Context: an optimization exercise on an open-source flow, tuned for small area, a short achievable clock period and few clock cycles. The choices shown serve that exercise and are no tape-out recipe.
At most, simulation tests tie the RTL to the original design; equivalence was not proved.
Power figures rest on the tool's default switching activity, not on a simulated workload.

==> run C <==
==> flow/design.v (excerpt) <==
module mvm_accel (
  input  wire        clk_main_a0,
  input  wire        rst_main_n_sync,
  input  wire        awvalid,
  input  wire [31:0] awaddr,
  input  wire        wvalid,
  input  wire [31:0] wdata,
  input  wire        bready,
  input  wire        arvalid,
  input  wire [31:0] araddr,
  input  wire        rready,
  output wire        awready,
  output wire        wready,
  output wire        bvalid,
  output wire [1:0]  bresp,
  output wire        arready,
  output wire        rvalid,
  output wire [31:0] rdata,
  output wire [1:0]  rresp
);
==> flow/config.mk <==
export PLATFORM = sky130hd
export DESIGN_NAME = mvm_accel
export DESIGN_NICKNAME = mvm_accel
export VERILOG_FILES = /design/flow/design.v
export SDC_FILE = /design/flow/constraint.sdc
export NUM_CORES = 4
export LEC_CHECK = 0
export CAP_MARGIN = 20
export CORE_MARGIN = 2
export CORE_UTILIZATION = 60
export CTS_CLUSTER_DIAMETER = 90
export CTS_CLUSTER_SIZE = 25
export SLEW_MARGIN = 20
==> flow/constraint.sdc <==
create_clock -name core_clock -period 12.0 [get_ports {clk_main_a0}]
set_input_delay 2.4000 -clock core_clock [delete_from_list [all_inputs] [get_ports {clk_main_a0}]]
set_output_delay 2.4000 -clock core_clock [all_outputs]
set_load 0.01 [all_outputs]
standard.sh (not shown) runs the stock make flow with config.mk's settings and CLKGATE_MAP_FILE= SYNTH_SCRIPT=/design/flow/synth_recipe.tcl, a recipe that flattens the netlist after the stock synthesis.
==> flow/flow/run.sh <==
#!/bin/bash
# The standard layout, with timing repair asked to leave more setup slack
# than the clock period needs, so that it also shortens the paths that
# already meet the period, and plain buffers on the ports.
set -euo pipefail
export BUFFER_PORTS_ARGS="-buffer_cell sky130_fd_sc_hd__buf_2"
bash standard.sh SETUP_SLACK_MARGIN=8.35 finish > standard_flow.log 2>&1
==> run F (differences from run C) <==
Settings changed: CTS_CLUSTER_DIAMETER 90 to 100, CTS_CLUSTER_SIZE 25 to 30.
==> run notes <==
Run F ran to the end with no violations. Run C passed the timing, design-rule and antenna checks. Between run F and run C, the lower final area is in run F (gap about 0.53%, measured against run C). Between run C and run F, the lower total power is in run F (gap about 2%, measured against run F). In run F the register-to-register slack is lower than in run C, by 0.03 ns. In sequential power, run C and run F hardly differ.
==> figures <==
item                                                                             run C                      run F
Result of the run                                     no timing/DRC/antenna violations  no timing/DRC/antenna violations
Tmin final                                                                    3.767 ns                   3.733 ns
Endpoint of the worst hold path                               u_top.u_buffer.ring[109]  u_top.u_buffer.ring[1262]
Detailed-routed wire length on met2                                           82.46 mm                   81.15 mm
Net total in the final layout                                                    6,154                      6,134
Clk slew on worst S/H paths                                                    0.10 ns                    0.11 ns
Transition at the pin with the smallest max-transition slack                  1.086 ns                   1.078 ns
Number of antenna repair diodes                                                      5                          9
Worst Setup Slack, final                                                      8.233 ns                   8.267 ns
Slew margin rel.                                                                0.2762                     0.2806
Testbench counts of run C, summed over its fixed seeds: cycles 5,974.
Testbench counts of run F, summed over its fixed seeds: cycles 5,974.


==> exp/garnet: inputs <==
mvm_accel, a different RTL version from the one above (not shown whole).
clock: 12.0 ns
lec_check: 0
cap_margin: 20
core_margin: 2
core_utilization: 40
slew_margin: 20
run.sh (not shown) runs the stock make flow with config.mk's settings and CLKGATE_MAP_FILE= SYNTH_SCRIPT=/design/flow/synth_recipe.tcl, a recipe that flattens the netlist after the stock synthesis.
Stock flow here: none of the scripts above is used.
==> inputs of exp/cedar, as changes to exp/garnet <==
==> flow/flow/run.sh (new file) <==
#!/bin/bash
# The standard layout, with timing repair asked to leave more setup slack
# than the clock period needs, so that it also shortens the paths that
# already meet the period.
set -euo pipefail
bash standard.sh SETUP_SLACK_MARGIN=8 finish > standard_flow.log 2>&1
==> flow/standard.sh (new file) <==
#!/bin/bash
# synth_recipe.tcl (not shown) runs the flow's synth.tcl, then flattens the netlist and writes it again
# the make line also repeats each setting of config.mk as NAME=value (left out here)
make -C /OpenROAD-flow-scripts/flow DESIGN_CONFIG=/design/flow/config.mk WORK_HOME=/design/flow/orfs CLKGATE_MAP_FILE= SYNTH_SCRIPT=/design/flow/synth_recipe.tcl "${@:-finish}"
removed: flow/run.sh
==> notes <==
- Between exp/garnet and exp/cedar, the lower fmax is in exp/garnet (gap 10%, measured against exp/cedar).
- Between exp/garnet and exp/cedar, the lower worst hold slack is in exp/cedar (gap 8.2 ps).
- Of exp/garnet and exp/cedar, exp/garnet has the higher sequential share of layout area (gap 1.7 points).
- Critical path depth: exp/garnet is higher than exp/cedar (1).
- Sequential cell count is the same in exp/garnet and exp/cedar.
- Clock power: exp/garnet is lower than exp/cedar (about 1%).
- In exp/cedar the power is higher than in exp/garnet, by about 0.7%.
==> figures <==
Run status: exp/cedar complete, no violations; exp/garnet complete, no violations
Areal power density over the cells: exp/cedar 194.6 nW/µm²; exp/garnet 199.1 nW/µm²
Dpl hpwl: exp/cedar 140500 µm; exp/garnet 139800 µm
Post-layout nets: exp/cedar 6387; exp/garnet 6183
Sequential share of power: exp/cedar 52.9%; exp/garnet 53.4%
Global-route wire length before repair: exp/cedar 286800 µm; exp/garnet 282300 µm
End point of the critical path: exp/cedar u_top.u_engine.u_dot.q1[19]; exp/garnet u_top.u_engine.u_dot.q1[2]
Total met3 wirelength after detailed routing: exp/cedar 15230 µm; exp/garnet 16120 µm
Number of vias per cell after detailed routing: exp/cedar 4.661; exp/garnet 4.645
Worst setup slack before clock tree synthesis: exp/cedar 5760 ps; exp/garnet 6523 ps
Clock buffer count in the final layout: exp/cedar 339; exp/garnet 343
Buffer count excluding the clock tree in the final layout: exp/cedar 391; exp/garnet 192
Internal Power: exp/cedar 0.01382 W; exp/garnet 0.01379 W
RSZ-0062 raised after global routing: exp/cedar true; exp/garnet false
Number of setup buffers added after CTS: exp/cedar 156; exp/garnet 0
No functional check of the RTL was part of any run of this note.

## what the ideal ports hide
The results above use ideal ports. As a check the final layouts listed here were re-extracted and re-timed, cells and wires unchanged. Step 1: set_driving_cell puts a clkbuf_16 on clk_main_a0 and a buf_2 on each other input, an assumption about the parent block. Step 2, shift: input delay + t, output delay - t, t = (earliest + latest rising clock arrival at the registers) / 2. This alone moves slack from input paths to output paths. Slacks: ideal ports / drivers / drivers and shift; pairs: ideal ports / drivers.
run | t, ns | setup WS [ns] | slew at the worst register clock pin (ns)
run C | 0.848 | 8.233 / 8.156 / 7.519 | 0.11 / 0.11
run F | 0.831 | 8.267 / 8.189 / 7.543 | 0.12 / 0.12
exp/garnet | 0.935 | 7.298 / 7.298 / 6.556 | 0.07 / 0.07
exp/cedar | 0.956 | 7.769 / 7.769 / 7.158 | 0.08 / 0.08
After both steps every run listed still meets setup and hold. For exp/garnet, which loses most, drivers alone change the setup slack by 0.000 ns; drivers and shift together by -0.742 ns.
